Context: an optimization exercise on an open-source flow, tuned for small area. The choices shown serve that exercise and are no tape-out recipe.
Only simulation tests tie the RTL to the original design; equivalence was not proved.

==> pepper <==
==> flow/design.v <==
package swls_pkg;
  localparam logic [1:0] ACT_PUSH   = 2'd0;
  localparam logic [1:0] ACT_POP    = 2'd1;
  localparam logic [1:0] ACT_SEARCH = 2'd2;
  localparam logic [1:0] STAT_OK    = 2'd0;
  localparam logic [1:0] STAT_EMPTY = 2'd1;
  localparam logic [1:0] STAT_FULL  = 2'd2;
  typedef struct packed {
    logic [1:0]         action;
    logic signed [31:0] value;
  } req_t;
  typedef struct packed {
    logic [1:0]         status;
    logic signed [31:0] popped_value;
    logic               found;
    logic [3:0]         found_index;
    logic signed [31:0] top_value;
    logic [4:0]         entry_count;
    logic               is_empty;
  } rsp_t;
endpackage
module stack_with_linear_search #(
  parameter int DEPTH      = 16,
  parameter int DATA_WIDTH = 32
) (
  input  logic           clk_i,
  input  logic           rst_ni,
  input  logic           start,
  output logic           busy,
  input  swls_pkg::req_t req_i,
  output logic           rsp_valid_o,
  output swls_pkg::rsp_t rsp_o
);
  localparam int CW = $clog2(DEPTH + 1);
  localparam int IW = $clog2(DEPTH);
  localparam int W  = DATA_WIDTH;
  logic [DEPTH*W-1:0] ring_q;
  logic [W-1:0]       head, tail;
  logic [IW-1:0]      ph_q;
  logic [CW-1:0]      count_q, count_d;
  logic               pend_q, push_q, wait_q, scan_q;
  logic               popf_q;
  logic [1:0]         st_q, st_d;
  logic               found_q;
  logic [IW-1:0]      idx_q;
  logic [W-1:0]       word_q;
  logic is_push, is_pop, is_search;
  logic full, empty, accept, wr, hit, beat, ph_last;
  assign head = ring_q[W-1:0];              
  assign tail = ring_q[DEPTH*W-1 -: W];     
  assign is_push   = (req_i.action == swls_pkg::ACT_PUSH);
  assign is_pop    = (req_i.action == swls_pkg::ACT_POP);
  assign is_search = (req_i.action == swls_pkg::ACT_SEARCH);
  assign full      = (count_q == CW'(DEPTH));
  assign empty     = (count_q == '0);
  assign ph_last   = (ph_q == IW'(DEPTH - 1));
  assign busy   = pend_q;
  assign accept = start & ~pend_q;
  assign wr   = push_q & (ph_q == IW'(count_q - CW'(2)));
  assign hit  = scan_q && (CW'(ph_q) < count_q) && (head == word_q);
  assign beat = pend_q & ~push_q & ~wait_q & ~scan_q & (ph_q == IW'(count_q - CW'(1)));
  always_comb begin
    count_d = count_q;
    st_d    = swls_pkg::STAT_OK;
    if (is_push) begin
      if (full) st_d = swls_pkg::STAT_FULL;
      else      count_d = count_q + CW'(1);
    end
    if (is_pop) begin
      if (empty) st_d = swls_pkg::STAT_EMPTY;
      else       count_d = count_q - CW'(1);
    end
  end
  always_ff @(posedge clk_i) begin
    ring_q <= {ring_q[(DEPTH-1)*W-1:0], wr ? word_q : tail};
  end
  always_ff @(posedge clk_i or negedge rst_ni) begin
    if (!rst_ni) begin
      ph_q    <= '0;
      count_q <= '0;
      pend_q  <= 1'b0;
      push_q  <= 1'b0;
      wait_q  <= 1'b0;
      scan_q  <= 1'b0;
    end else begin
      ph_q <= ph_q + IW'(1);
      if (accept) begin
        count_q <= count_d;
        pend_q  <= 1'b1;
        push_q  <= is_push & ~full;
        wait_q  <= is_search;
      end else begin
        if (beat) pend_q <= 1'b0;
        if (wr)   push_q <= 1'b0;
        if (ph_last) begin
          scan_q <= wait_q;
          wait_q <= 1'b0;
        end
      end
    end
  end
  always_ff @(posedge clk_i) begin
    if (!pend_q) begin
      st_q    <= st_d;
      popf_q  <= is_pop & ~empty;
      found_q <= 1'b0;
      idx_q   <= '0;
      word_q  <= W'(req_i.value);
    end else if (hit) begin
      found_q <= 1'b1;
      idx_q   <= ph_q;
    end
  end
  assign rsp_valid_o        = beat;
  assign rsp_o.status       = st_q;
  assign rsp_o.popped_value = tail & {W{popf_q}};
  assign rsp_o.found        = found_q;
  assign rsp_o.found_index  = idx_q;
  assign rsp_o.top_value    = head & {W{~empty}};
  assign rsp_o.entry_count  = 5'(count_q);
  assign rsp_o.is_empty     = empty;
endmodule
module swls_top (
  input  logic        clk_i,
  input  logic        rst_ni,
  input  logic        start,
  output logic        busy,
  input  logic [1:0]  req_action,
  input  logic [31:0] req_value,
  output logic        rsp_valid_o,
  output logic [1:0]  rsp_status,
  output logic [31:0] rsp_popped_value,
  output logic        rsp_found,
  output logic [3:0]  rsp_found_index,
  output logic [31:0] rsp_top_value,
  output logic [4:0]  rsp_entry_count,
  output logic        rsp_is_empty
);
  swls_pkg::req_t req;
  swls_pkg::rsp_t rsp;
  assign req.action = req_action;
  assign req.value  = req_value;
  stack_with_linear_search #(
    .DEPTH      (16),
    .DATA_WIDTH (32)
  ) u_stack (
    .clk_i       (clk_i),
    .rst_ni      (rst_ni),
    .start       (start),
    .busy        (busy),
    .req_i       (req),
    .rsp_valid_o (rsp_valid_o),
    .rsp_o       (rsp)
  );
  assign rsp_status       = rsp.status;
  assign rsp_popped_value = rsp.popped_value;
  assign rsp_found        = rsp.found;
  assign rsp_found_index  = rsp.found_index;
  assign rsp_top_value    = rsp.top_value;
  assign rsp_entry_count  = rsp.entry_count;
  assign rsp_is_empty     = rsp.is_empty;
endmodule
==> flow/run.sh <==
#!/bin/bash
# synth_recipe.tcl (not shown) runs the flow's synth.tcl, then flattens the netlist and writes it again
# the make line also repeats each setting of config.mk as NAME=value (left out here)
make -C /OpenROAD-flow-scripts/flow DESIGN_CONFIG=/design/flow/config.mk WORK_HOME=/design/flow/orfs CLKGATE_MAP_FILE= SYNTH_SCRIPT=/design/flow/synth_recipe.tcl finish
==> flow/config.mk <==
export PLATFORM = sky130hd
export DESIGN_NAME = swls_top
export DESIGN_NICKNAME = swls_top
export VERILOG_FILES = /design/flow/design.v
export SDC_FILE = /design/flow/constraint.sdc
export NUM_CORES = 4
export LEC_CHECK = 0
export CAP_MARGIN = 20
export CORE_MARGIN = 2
export CORE_UTILIZATION = 45
export SLEW_MARGIN = 20
==> flow/constraint.sdc <==
create_clock -name core_clock -period 5.0 [get_ports {clk_i}]
set_input_delay 1.0000 -clock core_clock [delete_from_list [all_inputs] [get_ports {clk_i}]]
set_output_delay 1.0000 -clock core_clock [all_outputs]
set_load 0.01 [all_outputs]
==> inputs of juniper, as changes to pepper <==
--- a/flow/design.v
+++ b/flow/design.v
@@ -19,6 +19,21 @@
     logic               is_empty;
   } rsp_t;
 endpackage
+module swls_cell (
+  input  logic wr_i,       
+  input  logic keep_i,     
+  input  logic word_i,     
+  input  logic tail_i,     
+  input  logic head_i,     
+  input  logic pop_i,      
+  output logic next_o,     
+  output logic popped_o,   
+  output logic eq_o        
+);
+  assign next_o   = (wr_i & word_i) | (keep_i & tail_i);
+  assign popped_o = pop_i & tail_i;
+  assign eq_o     = ~(head_i ^ word_i);
+endmodule
 module stack_with_linear_search #(
   parameter int DEPTH      = 16,
   parameter int DATA_WIDTH = 32
@@ -37,15 +52,16 @@
   logic [DEPTH*W-1:0] ring_q;
   logic [W-1:0]       head, tail;
   logic [IW-1:0]      ph_q;
-  logic [CW-1:0]      count_q, count_d;
-  logic               pend_q, push_q, wait_q, scan_q;
+  logic [CW-1:0]      count_q;
+  logic               pend_q, ready_q, push_q, wait_q, scan_q;
   logic               popf_q;
   logic [1:0]         st_q, st_d;
   logic               found_q;
   logic [IW-1:0]      idx_q;
   logic [W-1:0]       word_q;
   logic is_push, is_pop, is_search;
-  logic full, empty, accept, wr, hit, beat, ph_last;
+  logic full, empty, accept, at_top, wr, clr, keep, hit, beat, ph_last;
+  logic [W-1:0]       next_w, popped_w, eq_w;
   assign head = ring_q[W-1:0];              
   assign tail = ring_q[DEPTH*W-1 -: W];     
   assign is_push   = (req_i.action == swls_pkg::ACT_PUSH);
@@ -54,55 +70,71 @@
   assign full      = (count_q == CW'(DEPTH));
   assign empty     = (count_q == '0);
   assign ph_last   = (ph_q == IW'(DEPTH - 1));
-  assign busy   = pend_q;
-  assign accept = start & ~pend_q;
-  assign wr   = push_q & (ph_q == IW'(count_q - CW'(2)));
-  assign hit  = scan_q && (CW'(ph_q) < count_q) && (head == word_q);
-  assign beat = pend_q & ~push_q & ~wait_q & ~scan_q & (ph_q == IW'(count_q - CW'(1)));
+  assign busy   = pend_q | ~ready_q;
+  assign accept = start & ~busy;
+  assign at_top = (IW'(ph_q + IW'(1)) == IW'(count_q));
+  assign wr     = pend_q & push_q & at_top;
+  assign hit    = scan_q & (&eq_w);
+  assign beat   = pend_q & ~push_q & ~wait_q & ~scan_q & at_top;
+  assign popf_q = ~st_q[1] & st_q[0];
+  assign clr    = ~ready_q | (beat & popf_q);
+  assign keep   = ~(wr | clr);
   always_comb begin
-    count_d = count_q;
-    st_d    = swls_pkg::STAT_OK;
-    if (is_push) begin
-      if (full) st_d = swls_pkg::STAT_FULL;
-      else      count_d = count_q + CW'(1);
-    end
-    if (is_pop) begin
-      if (empty) st_d = swls_pkg::STAT_EMPTY;
-      else       count_d = count_q - CW'(1);
-    end
+    st_d = swls_pkg::STAT_OK;
+    if (is_push && full)  st_d = swls_pkg::STAT_FULL;
+    if (is_pop  && empty) st_d = swls_pkg::STAT_EMPTY;
+  end
+  for (genvar b = 0; b < W; b++) begin : g_bit
+    swls_cell u_bit (
+      .wr_i     (wr),
+      .keep_i   (keep),
+      .word_i   (word_q[b]),
+      .tail_i   (tail[b]),
+      .head_i   (head[b]),
+      .pop_i    (popf_q),
+      .next_o   (next_w[b]),
+      .popped_o (popped_w[b]),
+      .eq_o     (eq_w[b])
+    );
   end
   always_ff @(posedge clk_i) begin
-    ring_q <= {ring_q[(DEPTH-1)*W-1:0], wr ? word_q : tail};
+    ring_q <= {ring_q[(DEPTH-1)*W-1:0], next_w};
   end
   always_ff @(posedge clk_i or negedge rst_ni) begin
     if (!rst_ni) begin
       ph_q    <= '0;
       count_q <= '0;
       pend_q  <= 1'b0;
-      push_q  <= 1'b0;
-      wait_q  <= 1'b0;
-      scan_q  <= 1'b0;
+      ready_q <= 1'b0;
     end else begin
       ph_q <= ph_q + IW'(1);
+      if (ph_last) ready_q <= 1'b1;
       if (accept) begin
-        count_q <= count_d;
-        pend_q  <= 1'b1;
-        push_q  <= is_push & ~full;
-        wait_q  <= is_search;
+        pend_q <= 1'b1;
+        if (is_pop && !empty) count_q <= count_q - CW'(1);
       end else begin
         if (beat) pend_q <= 1'b0;
-        if (wr)   push_q <= 1'b0;
-        if (ph_last) begin
-          scan_q <= wait_q;
-          wait_q <= 1'b0;
-        end
+        if (wr)   count_q <= count_q + CW'(1);
+      end
+    end
+  end
+  always_ff @(posedge clk_i) begin
+    if (accept) begin
+      push_q <= is_push & ~full;
+      wait_q <= is_search;
+      scan_q <= 1'b0;
+    end else begin
+      if (wr) push_q <= 1'b0;
+      if (at_top) scan_q <= 1'b0;
+      if (ph_last) begin
+        scan_q <= wait_q & ~empty;
+        wait_q <= 1'b0;
       end
     end
   end
   always_ff @(posedge clk_i) begin
     if (!pend_q) begin
-      st_q    <= st_d;
-      popf_q  <= is_pop & ~empty;
+      st_q    <= {is_push & full | is_pop & empty, is_pop};
       found_q <= 1'b0;
       idx_q   <= '0;
       word_q  <= W'(req_i.value);
@@ -112,11 +144,11 @@
     end
   end
   assign rsp_valid_o        = beat;
-  assign rsp_o.status       = st_q;
-  assign rsp_o.popped_value = tail & {W{popf_q}};
+  assign rsp_o.status       = {st_q[1] & ~st_q[0], st_q[1] & st_q[0]};
+  assign rsp_o.popped_value = popped_w;
   assign rsp_o.found        = found_q;
   assign rsp_o.found_index  = idx_q;
-  assign rsp_o.top_value    = head & {W{~empty}};
+  assign rsp_o.top_value    = head;
   assign rsp_o.entry_count  = 5'(count_q);
   assign rsp_o.is_empty     = empty;
 endmodule
==> flow/flow/run.sh (new file) <==
#!/bin/bash
# The standard ORFS layout (standard.sh, with the standard flow's synthesis script), with
# these changes to how the layout is made:
#  - synthesis maps logic with an area-oriented ABC script (abc_area_nf.script,
#    ABC's &nf -a mapper, without ABC's buffering and resizing); flip-flops are
#    mapped by Yosys before ABC as usual, so the registers are the standard
#    synthesis's. ORFS reads this script from SCRIPTS_DIR, so the flow runs
#    from a copy of ORFS's scripts folder with only that file replaced;
#  - each input and output port gets a buf_1 as its port buffer;
#  - the clock tree uses clkbuf_8 with sink clusters of up to 20 flip-flops
#    (60 um across), and no dummy loads.
# make's full output goes to flow_make.log here; ORFS keeps each tool's log
# under orfs/logs.
set -euo pipefail
here=$(pwd)
rm -rf "$here/scripts_copy"
cp -r "$FLOW_HOME/scripts" "$here/scripts_copy"
cp "$here/flow/abc_area_nf.script" "$here/scripts_copy/abc_speed.script"
bash standard.sh \
  "SCRIPTS_DIR=$here/scripts_copy" \
  "BUFFER_PORTS_ARGS=-buffer_cell sky130_fd_sc_hd__buf_1" \
  "CTS_ARGS=-sink_clustering_enable -repair_clock_nets -dont_use_dummy_load -buf_list {sky130_fd_sc_hd__clkbuf_8} -sink_clustering_size 20 -sink_clustering_max_diameter 60" \
  finish > flow_make.log 2>&1
==> flow/flow/abc_area_nf.script (new file) <==
strash
&get -n
&st
&dch
&nf -a
&put
topo
==> flow/standard.sh (new file) <==
#!/bin/bash
# synth_recipe.tcl (not shown) runs the flow's synth.tcl, then flattens the netlist and writes it again
# the make line also repeats each setting of config.mk as NAME=value (left out here)
make -C /OpenROAD-flow-scripts/flow DESIGN_CONFIG=/design/flow/config.mk WORK_HOME=/design/flow/orfs CLKGATE_MAP_FILE= SYNTH_SCRIPT=/design/flow/synth_recipe.tcl "${@:-finish}"
--- a/flow/config.mk
+++ b/flow/config.mk
@@ -9,3 +9,4 @@
 export CORE_MARGIN = 2
 export CORE_UTILIZATION = 45
 export SLEW_MARGIN = 20
+export SYNTH_HIERARCHICAL = 1
removed: flow/run.sh
==> inputs of quartz, as changes to pepper <==
--- a/flow/design.v
+++ b/flow/design.v
@@ -19,6 +19,21 @@
     logic               is_empty;
   } rsp_t;
 endpackage
+module swls_cell (
+  input  logic wr_i,       
+  input  logic keep_i,     
+  input  logic word_i,     
+  input  logic tail_i,     
+  input  logic head_i,     
+  input  logic pop_i,      
+  output logic next_o,     
+  output logic popped_o,   
+  output logic eq_o        
+);
+  assign next_o   = (wr_i & word_i) | (keep_i & tail_i);
+  assign popped_o = pop_i & tail_i;
+  assign eq_o     = ~(head_i ^ word_i);
+endmodule
 module stack_with_linear_search #(
   parameter int DEPTH      = 16,
   parameter int DATA_WIDTH = 32
@@ -37,15 +52,16 @@
   logic [DEPTH*W-1:0] ring_q;
   logic [W-1:0]       head, tail;
   logic [IW-1:0]      ph_q;
-  logic [CW-1:0]      count_q, count_d;
-  logic               pend_q, push_q, wait_q, scan_q;
+  logic [CW-1:0]      count_q;
+  logic               pend_q, ready_q, push_q, wait_q, scan_q;
   logic               popf_q;
   logic [1:0]         st_q, st_d;
   logic               found_q;
   logic [IW-1:0]      idx_q;
   logic [W-1:0]       word_q;
   logic is_push, is_pop, is_search;
-  logic full, empty, accept, wr, hit, beat, ph_last;
+  logic full, empty, accept, at_top, wr, clr, keep, hit, beat, ph_last;
+  logic [W-1:0]       next_w, popped_w, eq_w;
   assign head = ring_q[W-1:0];              
   assign tail = ring_q[DEPTH*W-1 -: W];     
   assign is_push   = (req_i.action == swls_pkg::ACT_PUSH);
@@ -54,48 +70,64 @@
   assign full      = (count_q == CW'(DEPTH));
   assign empty     = (count_q == '0);
   assign ph_last   = (ph_q == IW'(DEPTH - 1));
-  assign busy   = pend_q;
-  assign accept = start & ~pend_q;
-  assign wr   = push_q & (ph_q == IW'(count_q - CW'(2)));
-  assign hit  = scan_q && (CW'(ph_q) < count_q) && (head == word_q);
-  assign beat = pend_q & ~push_q & ~wait_q & ~scan_q & (ph_q == IW'(count_q - CW'(1)));
+  assign busy   = pend_q | ~ready_q;
+  assign accept = start & ~busy;
+  assign at_top = (IW'(ph_q + IW'(1)) == IW'(count_q));
+  assign wr     = pend_q & push_q & at_top;
+  assign hit    = scan_q & (&eq_w);
+  assign beat   = pend_q & ~push_q & ~wait_q & ~scan_q & at_top;
+  assign clr    = ~ready_q | (beat & popf_q);
+  assign keep   = ~(wr | clr);
   always_comb begin
-    count_d = count_q;
-    st_d    = swls_pkg::STAT_OK;
-    if (is_push) begin
-      if (full) st_d = swls_pkg::STAT_FULL;
-      else      count_d = count_q + CW'(1);
-    end
-    if (is_pop) begin
-      if (empty) st_d = swls_pkg::STAT_EMPTY;
-      else       count_d = count_q - CW'(1);
-    end
+    st_d = swls_pkg::STAT_OK;
+    if (is_push && full)  st_d = swls_pkg::STAT_FULL;
+    if (is_pop  && empty) st_d = swls_pkg::STAT_EMPTY;
+  end
+  for (genvar b = 0; b < W; b++) begin : g_bit
+    swls_cell u_bit (
+      .wr_i     (wr),
+      .keep_i   (keep),
+      .word_i   (word_q[b]),
+      .tail_i   (tail[b]),
+      .head_i   (head[b]),
+      .pop_i    (popf_q),
+      .next_o   (next_w[b]),
+      .popped_o (popped_w[b]),
+      .eq_o     (eq_w[b])
+    );
   end
   always_ff @(posedge clk_i) begin
-    ring_q <= {ring_q[(DEPTH-1)*W-1:0], wr ? word_q : tail};
+    ring_q <= {ring_q[(DEPTH-1)*W-1:0], next_w};
   end
   always_ff @(posedge clk_i or negedge rst_ni) begin
     if (!rst_ni) begin
       ph_q    <= '0;
       count_q <= '0;
       pend_q  <= 1'b0;
-      push_q  <= 1'b0;
-      wait_q  <= 1'b0;
-      scan_q  <= 1'b0;
+      ready_q <= 1'b0;
     end else begin
       ph_q <= ph_q + IW'(1);
+      if (ph_last) ready_q <= 1'b1;
       if (accept) begin
-        count_q <= count_d;
-        pend_q  <= 1'b1;
-        push_q  <= is_push & ~full;
-        wait_q  <= is_search;
+        pend_q <= 1'b1;
+        if (is_pop && !empty) count_q <= count_q - CW'(1);
       end else begin
         if (beat) pend_q <= 1'b0;
-        if (wr)   push_q <= 1'b0;
-        if (ph_last) begin
-          scan_q <= wait_q;
-          wait_q <= 1'b0;
-        end
+        if (wr)   count_q <= count_q + CW'(1);
+      end
+    end
+  end
+  always_ff @(posedge clk_i) begin
+    if (accept) begin
+      push_q <= is_push & ~full;
+      wait_q <= is_search;
+      scan_q <= 1'b0;
+    end else begin
+      if (wr) push_q <= 1'b0;
+      if (at_top) scan_q <= 1'b0;
+      if (ph_last) begin
+        scan_q <= wait_q & ~empty;
+        wait_q <= 1'b0;
       end
     end
   end
@@ -113,10 +145,10 @@
   end
   assign rsp_valid_o        = beat;
   assign rsp_o.status       = st_q;
-  assign rsp_o.popped_value = tail & {W{popf_q}};
+  assign rsp_o.popped_value = popped_w;
   assign rsp_o.found        = found_q;
   assign rsp_o.found_index  = idx_q;
-  assign rsp_o.top_value    = head & {W{~empty}};
+  assign rsp_o.top_value    = head;
   assign rsp_o.entry_count  = 5'(count_q);
   assign rsp_o.is_empty     = empty;
 endmodule
==> flow/flow/run.sh (new file) <==
#!/bin/bash
# The standard ORFS layout (standard.sh, with the standard flow's synthesis), with three
# changes to how the layout is made:
#  - each input and output port gets a buf_1 as its port buffer;
#  - the clock tree uses clkbuf_8 with sink clusters of up to 20 flip-flops
#    (60 um across), and no dummy loads.
# make's full output goes to flow_make.log here; ORFS keeps each tool's log
# under orfs/logs.
set -euo pipefail
bash standard.sh \
  "BUFFER_PORTS_ARGS=-buffer_cell sky130_fd_sc_hd__buf_1" \
  "CTS_ARGS=-sink_clustering_enable -repair_clock_nets -dont_use_dummy_load -buf_list {sky130_fd_sc_hd__clkbuf_8} -sink_clustering_size 20 -sink_clustering_max_diameter 60" \
  finish > flow_make.log 2>&1
==> flow/standard.sh (new file) <==
#!/bin/bash
# synth_recipe.tcl (not shown) runs the flow's synth.tcl, then flattens the netlist and writes it again
# the make line also repeats each setting of config.mk as NAME=value (left out here)
make -C /OpenROAD-flow-scripts/flow DESIGN_CONFIG=/design/flow/config.mk WORK_HOME=/design/flow/orfs CLKGATE_MAP_FILE= SYNTH_SCRIPT=/design/flow/synth_recipe.tcl "${@:-finish}"
--- a/flow/config.mk
+++ b/flow/config.mk
@@ -9,3 +9,4 @@
 export CORE_MARGIN = 2
 export CORE_UTILIZATION = 45
 export SLEW_MARGIN = 20
+export SYNTH_HIERARCHICAL = 1
removed: flow/run.sh
==> impl_metrics.ini <==
[outcome]
status = timing/DRC/antenna clean

[worst_setup_path]
rr_endpoint = u_stack.ring_q[27]

[floorplanning]
die_h_um = 176
dieArea_um2 = 31000

[layout]
nClkBuffers = 36
final_cell_mix = dfxtp_1, buf_1, xnor2_1, clkbuf_8, edfxtp_1

[detailed_routing]
wl_met3_um = 1040

[synth]
postSynthNetCount = 823
yosysUniqueCellTypes = 28
The numbers above come from juniper.

==> impl_metrics.ini <==
[sta]
maxSlewViolCount = 0

[synth]
yosysUniqueCellTypes = 42
ys.warnings.count = 1
postSynthNetCount = 871

[floorplanning]
die_h_um = 179
dieArea_um2 = 32000

[layout]
final_cell_mix = dfxtp_1, clkdlybuf4s50_1, clkbuf_16, xnor2_1, edfxtp_1

[detailed_routing]
wl_um = 21600

[clock_tree]
ctsHtreeMaxLevel = 2

[outcome]
status = timing/DRC/antenna clean
The numbers above come from pepper.

==> impl_metrics.ini <==
[outcome]
status = timing/DRC/antenna clean

[layout]
final_cell_mix = dfxtp_1, buf_1, clkbuf_8, edfxtp_1, xnor2_1
nNonClkBuffers = 116

[synth]
synth_area_um2 = 13500
yosysUniqueCellTypes = 42
postSynthNetCount = 832
ys_ff_latch = 566

[sta]
fmax_ghz = 0.304

[floorplanning]
die_h_um = 177
The numbers above come from quartz.

## static timing again, ports no longer ideal
The flow's constraints put no driver on any port. The routed layouts listed below were extracted and timed again, unchanged, in two steps.
Step 1: set_driving_cell puts a clkbuf_16 on clk_i and a buf_2 on each other input, an assumption about the parent block.
Step 2 times the ports against the registers' clock, not the clock port: input delays grow and output delays shrink by t, the midpoint of the rising clock arrivals with the driver on.
a / b / c = no drivers / after step 1 / after step 2; a / b = the first two.
run | t (ns) | setup slack, ns | worst setup path at the end
pepper | 0.590 | 1.129 / 1.085 / 1.675 | register to output
juniper | 0.558 | 1.327 / 1.287 / 1.845 | register to output
quartz | 0.565 | 1.706 / 1.665 / 2.108 | input to register
After both steps setup and hold are still met in every run listed.
